What follows belongs to an exercise in optimizing a design on an open flow for small area and a short achievable clock period; a production flow would make more cautious choices.
Where RTL was checked, it was by simulation tests only, not by an equivalence proof against the original.
Power figures rest on the tool's default switching activity, not on a simulated workload. No driver is modelled on the clock port, so clocking that relies on it looks cheaper here than on a real chip.

==> inputs of build 72 <==
==> flow/design.v (excerpt) <==
module block_relay (
	input  logic        clk,
	input  logic        rst_n,
	input  logic        wb_cyc,
	input  logic        wb_stb,
	input  logic        wb_we,
	input  logic [1:0]  wb_adr,
	input  logic [15:0] wb_dat_i,
	output logic        wb_ack,
	output logic [15:0] wb_dat_o,
	input  logic        in_vld,
	input  logic [15:0] in_data,
	output logic        in_rdy,
	output logic        uart_txd
);
Settings: LEC_CHECK=0, CAP_MARGIN=20, CORE_MARGIN=2, CORE_UTILIZATION=60, SLEW_MARGIN=20, SYNTH_HIERARCHICAL=1; clock period 10.0 ns.
standard.sh (not shown) runs the stock make flow with config.mk's settings and CLKGATE_MAP_FILE= SYNTH_SCRIPT=/design/flow/synth_recipe.tcl, a recipe that flattens the netlist after the stock synthesis.
==> flow/flow/run.sh <==
#!/bin/bash
# Standard layout (standard.sh: the standard flow's synthesis, floorplan, power grid, place,
# CTS, route), with these changes to how it is made:
#  - ports are buffered with buf_2 cells, which repair can resize,
#  - clock tree: larger sink clusters and no dummy loads,
#  - after placement, each output's register is moved next to its port buffer
#    (pull_outputs.tcl), before the clock tree is built.
set -euo pipefail
MARGIN=$(cat flow/margin.txt)
ARGS=(
  "SETUP_SLACK_MARGIN=${MARGIN}"
  "BUFFER_PORTS_ARGS=-buffer_cell sky130_fd_sc_hd__buf_2"
  "CTS_ARGS=-sink_clustering_enable -repair_clock_nets -sink_clustering_size 30 -sink_clustering_max_diameter 100 -dont_use_dummy_load"
)
bash standard.sh "${ARGS[@]}" place > orfs_place.log 2>&1
RESULTS=orfs/results/sky130hd/block_relay/base openroad -no_init -exit flow/pull_outputs.tcl > pull_outputs.log 2>&1
bash standard.sh "${ARGS[@]}" finish > orfs_make.log 2>&1
==> flow/flow/pull_outputs.tcl <==
# Move each output port's register (and any inverter or buffer between it and the
# port's buffer) next to the port's buffer, then legalize. Runs on the placed design
# before clock tree synthesis; changes placement only.
set res $::env(RESULTS)
read_db $res/3_place.odb
set block [ord::get_db_block]
proc driver_of {net} {
  foreach it [$net getITerms] {
    if {[$it isOutputSignal]} { return $it }
  }
  return ""
}
set moved 0
foreach bt [$block getBTerms] {
  if {[$bt getIoType] ne "OUTPUT"} { continue }
  set net [$bt getNet]
  set drv [driver_of $net]
  if {$drv eq ""} { continue }
  set obuf [$drv getInst]
  set loc [$obuf getLocation]
  set x [lindex $loc 0]; set y [lindex $loc 1]
  # walk back from the port buffer through single-input cells with one load
  set inst $obuf
  for {set k 0} {$k < 3} {incr k} {
    set in ""
    foreach it [$inst getITerms] {
      if {[$it isInputSignal]} { set in $it }
    }
    if {$in eq ""} { break }
    set n [$in getNet]
    if {$n eq "NULL"} { break }
    set d [driver_of $n]
    if {$d eq ""} { break }
    set prev [$d getInst]
    set loads 0
    foreach it [$n getITerms] { if {[$it isInputSignal]} { incr loads } }
    set m [[$prev getMaster] getName]
    if {$loads != 1 && ![string match "*df*" $m]} { break }
    if {[$prev isFixed]} { break }
    $prev setLocation $x $y
    incr moved
    puts "moved [$prev getName] ($m) to port [$bt getName]"
    if {[string match "*df*" $m]} { break }
    set inst $prev
  }
}
puts "moved $moved cells"
detailed_placement
check_placement
write_db $res/3_place.odb
Other scripts of this flow, unchanged in this note and not shown: flow/flow/margin.txt
==> build 49: changes against build 72 <==
==> flow/config.mk (replaced) <==
export PLATFORM = sky130hd
export DESIGN_NAME = block_relay
export DESIGN_NICKNAME = block_relay
export VERILOG_FILES = /design/flow/design.v
export SDC_FILE = /design/flow/constraint.sdc
export NUM_CORES = 4
export LEC_CHECK = 0
export ABC_AREA = 1
export CAP_MARGIN = 20
export CORE_MARGIN = 2
export CORE_UTILIZATION = 60
export SLEW_MARGIN = 20
export SYNTH_HIERARCHICAL = 1
==> trial 92: changes against build 72 <==
--- a/flow/design.v
+++ b/flow/design.v
@@ -74,33 +74,32 @@
 	logic       drn;       
 	logic       cls;       
 	logic [5:0] cnt;       
 	logic [5:0] pos;       
 	logic [1:0] baud;      
 	logic [3:0] slot;      
 	logic       hi;        
+	logic       smp_vld;   
 	logic       mv;        
 	logic       hold;      
 	logic       txd_h;     
 	logic       ntxd_q;    
 	logic [6:0] len_q;     
 	logic       rdy;
 	logic       accept;
 	logic       first;
 	logic       fill_last;
 	logic       bit_end;
 	logic       turn;
-	logic [5:0] len_m1;
 	assign rdy       = !drn && !cls;
 	assign accept    = in_vld && rdy;
 	assign first     = accept && !act;
 	assign fill_last = act ? (cnt == 6'd1) : (len_q == 7'd1);
 	assign bit_end   = (baud == 2'd3);
-	assign turn      = mv && drn;
-	assign len_m1    = 6'(len_q - 7'd1);
+	assign turn      = mv && !smp_vld;
 	assign in_rdy   = !nrdy_o;
 	assign uart_txd = !ntxd_q;
 	function automatic logic need_of(input logic [5:0] p, input logic [3:0] s, input logic h);
 		logic       m16;
 		logic [3:0] mask;
 		m16  = h || s == 4'd7 || s == 4'd8;
 		mask = {m16, m16 || s != 4'd15, 2'b11};
@@ -117,30 +116,30 @@
 		cls_n   = 1'b0;
 		cnt_n   = cnt;
 		pos_n   = pos;
 		baud_n  = baud;
 		slot_n  = slot;
 		hi_n    = hi;
 		if (first) begin
-			pos_n = len_m1;
+			pos_n = len_q[5:0];
 		end
 		if (turn && need_of(pos, slot, hi)) begin
 			pos_n = pos + 6'd1;
 		end
 		if (accept) begin
 			if (fill_last) begin
 				act_n   = 1'b0;
 				drn_n   = 1'b1;
-				cnt_n   = first ? len_m1 : pos;
+				cnt_n   = first ? len_q[5:0] : pos;
 				slot_n  = 4'd15;
 				hi_n    = 1'b0;
 				baud_n  = 2'd0;
 			end else begin
 				act_n = 1'b1;
-				cnt_n = first ? len_m1 : cnt - 6'd1;
+				cnt_n = first ? 6'(len_q - 7'd1) : cnt - 6'd1;
 			end
 		end else if (drn) begin
 			baud_n = baud + 2'd1;
 			case (slot)
 				4'd8: begin
 					if (bit_end) begin
 						if (!hi) begin
@@ -149,15 +148,15 @@
 						end else begin
 							slot_n = 4'd9;
 						end
 					end
 				end
 				4'd9: begin
 					baud_n = 2'd0;
-					if (cnt != 6'd0) begin
+					if (cnt != 6'd1) begin
 						cnt_n  = cnt - 6'd1;
 						hi_n   = 1'b0;
 						slot_n = 4'd15;
 					end else begin
 						slot_n = 4'd10;
 					end
 				end
@@ -175,15 +174,15 @@
 	end
 	logic       turn_n;
 	logic [5:0] pos_d;
 	logic [3:0] slot_d;
 	logic       hi_d;
 	logic       more;
 	always_comb begin
-		more   = cnt != 6'd0;
+		more   = cnt != 6'd1;
 		pos_d  = (turn && need_of(pos, slot, hi)) ? pos + 6'd1 : pos;
 		slot_d = slot;
 		hi_d   = hi;
 		case (slot)
 			4'd8: begin
 				if (bit_end) begin
 					slot_d = hi ? 4'd9 : 4'd15;
@@ -201,15 +200,15 @@
 				if (bit_end) begin
 					slot_d = slot + 4'd1;
 				end
 			end
 		endcase
 		turn_n = drn && slot != 4'd10 && (need_of(pos_d, slot_d, hi_d) || (slot_d == 4'd9 && more));
 	end
-	assign mv_n = (accept && !fill_last) || turn_n;
+	assign mv_n = accept || turn_n;
 	always_ff @(posedge clk or negedge rst_n) begin
 		if (!rst_n) begin
 			nrdy_o  <= 1'b0;
 			act     <= 1'b0;
 			drn     <= 1'b0;
 			cls     <= 1'b0;
 			cnt     <= '0;
@@ -226,21 +225,22 @@
 			pos     <= pos_n;
 			baud    <= baud_n;
 			slot    <= slot_n;
 			hi      <= hi_n;
 		end
 	end
 	always_ff @(posedge clk) begin
+		smp_vld <= accept;
 		mv      <= mv_n;
 		hold    <= !mv_n;
 	end
 	logic [1023:0] ring;
 	always_ff @(posedge clk) begin
-		if (rdy) begin
-			ring[15:0] <= in_data;
+		if (rdy || mv) begin
+			ring[15:0] <= rdy ? in_data : ring[1023:1008];
 		end
 	end
 	always_ff @(posedge clk) begin
 		ring[1023:16] <= ({1008{mv}} & ring[1007:0]) | ({1008{hold}} & ring[1023:16]);
 	end
 	logic [3:0] bidx;
 	logic       dbit;
==> flow/flow/run.sh (replaced) <==
#!/bin/bash
# Standard layout (standard.sh: the standard flow's synthesis, floorplan, power grid, place,
# CTS, route), with these changes to how it is made:
#  - ports are buffered with buf_2 cells, which repair can resize,
#  - clock tree: larger sink clusters and no dummy loads.
set -euo pipefail
MARGIN=$(cat flow/margin.txt)
bash standard.sh \
  "SETUP_SLACK_MARGIN=${MARGIN}" \
  "BUFFER_PORTS_ARGS=-buffer_cell sky130_fd_sc_hd__buf_2" \
  "CTS_ARGS=-sink_clustering_enable -repair_clock_nets -sink_clustering_size 25 -sink_clustering_max_diameter 60 -dont_use_dummy_load" \
  finish > orfs_make.log 2>&1
removed: flow/flow/pull_outputs.tcl
==> trial 88: changes against build 72 <==
--- a/flow/design.v
+++ b/flow/design.v
@@ -23,41 +23,14 @@
 		logic [15:0] dat;
 	} wb_rsp_t;
 	typedef struct packed {
 		logic        vld;
 		logic [15:0] data;
 	} sample_t;
 endpackage
-module relay_read (
-	input  logic        wb_we,
-	input  logic [1:0]  wb_adr,
-	input  logic [15:0] wb_dat_i,
-	input  logic [6:0]  len_q,
-	input  logic [14:0] blk_nxt,
-	input  logic        busy_nxt,
-	output logic [6:0]  len_clamped,
-	output logic [15:0] dat_n
-);
-	always_comb begin
-		if (wb_dat_i == 16'd0) begin
-			len_clamped = 7'd1;
-		end else if (wb_dat_i > 16'(64)) begin
-			len_clamped = 7'(64);
-		end else begin
-			len_clamped = wb_dat_i[6:0];
-		end
-	end
-	always_comb begin
-		case (wb_adr)
-			2'd0:    dat_n = 16'(wb_we ? len_clamped : len_q);
-			2'd1:    dat_n = {blk_nxt, busy_nxt};
-			default: dat_n = 16'h0000;
-		endcase
-	end
-endmodule
 module block_relay (
 	input  logic        clk,
 	input  logic        rst_n,
 	input  logic        wb_cyc,
 	input  logic        wb_stb,
 	input  logic        wb_we,
 	input  logic [1:0]  wb_adr,
@@ -74,33 +47,32 @@
 	logic       drn;       
 	logic       cls;       
 	logic [5:0] cnt;       
 	logic [5:0] pos;       
 	logic [1:0] baud;      
 	logic [3:0] slot;      
 	logic       hi;        
+	logic       smp_vld;   
 	logic       mv;        
 	logic       hold;      
 	logic       txd_h;     
 	logic       ntxd_q;    
 	logic [6:0] len_q;     
 	logic       rdy;
 	logic       accept;
 	logic       first;
 	logic       fill_last;
 	logic       bit_end;
 	logic       turn;
-	logic [5:0] len_m1;
 	assign rdy       = !drn && !cls;
 	assign accept    = in_vld && rdy;
 	assign first     = accept && !act;
 	assign fill_last = act ? (cnt == 6'd1) : (len_q == 7'd1);
 	assign bit_end   = (baud == 2'd3);
-	assign turn      = mv && drn;
-	assign len_m1    = 6'(len_q - 7'd1);
+	assign turn      = mv && !smp_vld;
 	assign in_rdy   = !nrdy_o;
 	assign uart_txd = !ntxd_q;
 	function automatic logic need_of(input logic [5:0] p, input logic [3:0] s, input logic h);
 		logic       m16;
 		logic [3:0] mask;
 		m16  = h || s == 4'd7 || s == 4'd8;
 		mask = {m16, m16 || s != 4'd15, 2'b11};
@@ -117,30 +89,30 @@
 		cls_n   = 1'b0;
 		cnt_n   = cnt;
 		pos_n   = pos;
 		baud_n  = baud;
 		slot_n  = slot;
 		hi_n    = hi;
 		if (first) begin
-			pos_n = len_m1;
+			pos_n = len_q[5:0];
 		end
 		if (turn && need_of(pos, slot, hi)) begin
 			pos_n = pos + 6'd1;
 		end
 		if (accept) begin
 			if (fill_last) begin
 				act_n   = 1'b0;
 				drn_n   = 1'b1;
-				cnt_n   = first ? len_m1 : pos;
+				cnt_n   = first ? len_q[5:0] : pos;
 				slot_n  = 4'd15;
 				hi_n    = 1'b0;
 				baud_n  = 2'd0;
 			end else begin
 				act_n = 1'b1;
-				cnt_n = first ? len_m1 : cnt - 6'd1;
+				cnt_n = first ? 6'(len_q - 7'd1) : cnt - 6'd1;
 			end
 		end else if (drn) begin
 			baud_n = baud + 2'd1;
 			case (slot)
 				4'd8: begin
 					if (bit_end) begin
 						if (!hi) begin
@@ -149,15 +121,15 @@
 						end else begin
 							slot_n = 4'd9;
 						end
 					end
 				end
 				4'd9: begin
 					baud_n = 2'd0;
-					if (cnt != 6'd0) begin
+					if (cnt != 6'd1) begin
 						cnt_n  = cnt - 6'd1;
 						hi_n   = 1'b0;
 						slot_n = 4'd15;
 					end else begin
 						slot_n = 4'd10;
 					end
 				end
@@ -175,15 +147,15 @@
 	end
 	logic       turn_n;
 	logic [5:0] pos_d;
 	logic [3:0] slot_d;
 	logic       hi_d;
 	logic       more;
 	always_comb begin
-		more   = cnt != 6'd0;
+		more   = cnt != 6'd1;
 		pos_d  = (turn && need_of(pos, slot, hi)) ? pos + 6'd1 : pos;
 		slot_d = slot;
 		hi_d   = hi;
 		case (slot)
 			4'd8: begin
 				if (bit_end) begin
 					slot_d = hi ? 4'd9 : 4'd15;
@@ -201,15 +173,15 @@
 				if (bit_end) begin
 					slot_d = slot + 4'd1;
 				end
 			end
 		endcase
 		turn_n = drn && slot != 4'd10 && (need_of(pos_d, slot_d, hi_d) || (slot_d == 4'd9 && more));
 	end
-	assign mv_n = (accept && !fill_last) || turn_n;
+	assign mv_n = accept || turn_n;
 	always_ff @(posedge clk or negedge rst_n) begin
 		if (!rst_n) begin
 			nrdy_o  <= 1'b0;
 			act     <= 1'b0;
 			drn     <= 1'b0;
 			cls     <= 1'b0;
 			cnt     <= '0;
@@ -226,21 +198,22 @@
 			pos     <= pos_n;
 			baud    <= baud_n;
 			slot    <= slot_n;
 			hi      <= hi_n;
 		end
 	end
 	always_ff @(posedge clk) begin
+		smp_vld <= accept;
 		mv      <= mv_n;
 		hold    <= !mv_n;
 	end
 	logic [1023:0] ring;
 	always_ff @(posedge clk) begin
-		if (rdy) begin
-			ring[15:0] <= in_data;
+		if (rdy || mv) begin
+			ring[15:0] <= rdy ? in_data : ring[1023:1008];
 		end
 	end
 	always_ff @(posedge clk) begin
 		ring[1023:16] <= ({1008{mv}} & ring[1007:0]) | ({1008{hold}} & ring[1023:16]);
 	end
 	logic [3:0] bidx;
 	logic       dbit;
@@ -281,25 +254,23 @@
 			req_q <= 1'b0;
 			ack_q <= 1'b0;
 		end else begin
 			req_q <= req;
 			ack_q <= take;
 		end
 	end
-	logic [15:0] dat_n;
-	relay_read u_read (
-		.wb_we       (wb_we),
-		.wb_adr      (wb_adr),
-		.wb_dat_i    (wb_dat_i),
-		.len_q       (len_q),
-		.blk_nxt     (blk_nxt),
-		.busy_nxt    (busy_nxt),
-		.len_clamped (len_clamped),
-		.dat_n       (dat_n)
-	);
+	always_comb begin
+		if (wb_dat_i == 16'd0) begin
+			len_clamped = 7'd1;
+		end else if (wb_dat_i > 16'(64)) begin
+			len_clamped = 7'(64);
+		end else begin
+			len_clamped = wb_dat_i[6:0];
+		end
+	end
 	always_ff @(posedge clk or negedge rst_n) begin
 		if (!rst_n) begin
 			len_q <= 7'(10);
 		end else if (take && wb_we && wb_adr == 2'd0) begin
 			len_q <= len_clamped;
 		end
 	end
@@ -309,12 +280,16 @@
 			blk_cnt <= '0;
 		end else begin
 			blk_cnt <= blk_nxt;
 		end
 	end
 	assign busy_nxt = !(cls || (rdy && !act && !in_vld));
 	always_ff @(posedge clk) begin
-		dat_q <= dat_n;
+		case (wb_adr)
+			2'd0:    dat_q <= 16'(wb_we ? len_clamped : len_q);
+			2'd1:    dat_q <= {blk_nxt, busy_nxt};
+			default: dat_q <= 16'h0000;
+		endcase
 	end
 	assign wb_ack   = ack_q;
 	assign wb_dat_o = dat_q;
 endmodule
==> flow/flow/run.sh (replaced) <==
#!/bin/bash
# Standard layout (standard.sh: the standard flow's synthesis, floorplan, power grid, place,
# CTS, route), with these changes to how it is made:
#  - ports are buffered with buf_2 cells, which repair can resize,
#  - clock tree: larger sink clusters and no dummy loads.
set -euo pipefail
MARGIN=$(cat flow/margin.txt)
bash standard.sh \
  "SETUP_SLACK_MARGIN=${MARGIN}" \
  "BUFFER_PORTS_ARGS=-buffer_cell sky130_fd_sc_hd__buf_2" \
  "CTS_ARGS=-sink_clustering_enable -repair_clock_nets -sink_clustering_size 25 -sink_clustering_max_diameter 60 -dont_use_dummy_load" \
  finish > orfs_make.log 2>&1
--- a/flow/config.mk
+++ b/flow/config.mk
@@ -5,8 +5,7 @@
 export SDC_FILE = /design/flow/constraint.sdc
 export NUM_CORES = 4
 export LEC_CHECK = 0
 export CAP_MARGIN = 20
 export CORE_MARGIN = 2
 export CORE_UTILIZATION = 60
 export SLEW_MARGIN = 20
-export SYNTH_HIERARCHICAL = 1
removed: flow/flow/pull_outputs.tcl
==> flow_metrics.py <==
metrics = {
    "pwr": {
        "switching_share": 0.362,
        "peakVddDrop_mv": 0.225,
    },
    "synthesis": {
        "ys_types": 48,
        "ys_ff_latch": 1091,
    },
    "outcome": {
        "status": "no timing/DRC/antenna violations",
    },
    "layout": {
        "nFillCells": 5174,
        "area_growth_pct": 4.89,
    },
    "sta": {
        "worst_pin_slew_ps": 999,
    },
}
The numbers above come from build 49.

==> flow_metrics.py <==
metrics = {
    "pwr": {
        "switching_share": 0.194,
        "peakVddDrop_mv": 0.159,
    },
    "sta": {
        "worst_pin_slew_ps": 1170,
    },
    "outcome": {
        "status": "no timing/DRC/antenna violations",
    },
    "setup_path": {
        "path_max_fanout": 1,
        "r2r_slack_ps": 7150,
    },
    "layout": {
        "nFillCells": 4372,
        "area_growth_pct": 6.43,
    },
    "synthesis": {
        "ys_types": 66,
        "synth_most_common_cell": "dfxtp_1",
    },
}
The numbers above come from trial 88.

==> flow_metrics.py <==
metrics = {
    "layout": {
        "nFillCells": 4507,
        "area_growth_pct": 5.99,
    },
    "pwr": {
        "switching_share": 0.262,
        "peakVddDrop_mv": 0.213,
    },
    "synthesis": {
        "ys_types": 87,
        "ys_ff_latch": 1092,
    },
    "outcome": {
        "status": "no timing/DRC/antenna violations",
    },
}
The numbers above come from trial 92.

==> flow_metrics.py <==
metrics = {
    "outcome": {
        "status": "no timing/DRC/antenna violations",
    },
    "sta": {
        "worst_pin_slew_ps": 1250,
    },
    "pwr": {
        "peakVddDrop_mv": 0.139,
        "switching_share": 0.193,
    },
    "layout": {
        "nFillCells": 4448,
    },
    "synthesis": {
        "ys_types": 80,
    },
}
The numbers above come from build 72.

No functional check of the RTL was part of trial 92.

[afterwards: timing with drivers on the ports]
How much do the figures lean on ideal ports? The routed layouts below were timed once more, with nothing changed but the port constraints.
Step 1 assumes that a clkbuf_16 drives the clock port and a buf_2 every other input.
Step 2 times the ports against the registers' clock, not the clock port: input delays grow and output delays shrink by t, the midpoint of the rising clock arrivals with the driver on.
Slacks: no drivers / after step 1 / after step 2; pairs: no drivers / after step 1.
run	t (ns)	setup WS [ns]	worst data-port slew with drivers (ns)
build 72	0.653	6.855 / 6.788 / 6.558	0.06
build 49	0.651	6.855 / 6.793 / 6.540	0.06
trial 92	0.665	6.831 / 6.765 / 6.390	0.07
trial 88	0.665	6.757 / 6.692 / 6.261	0.12
After both steps setup and hold are still met in every run listed. The setup slack of trial 88, which loses most, moves by -0.065 ns with the drivers and by -0.496 ns with both steps.
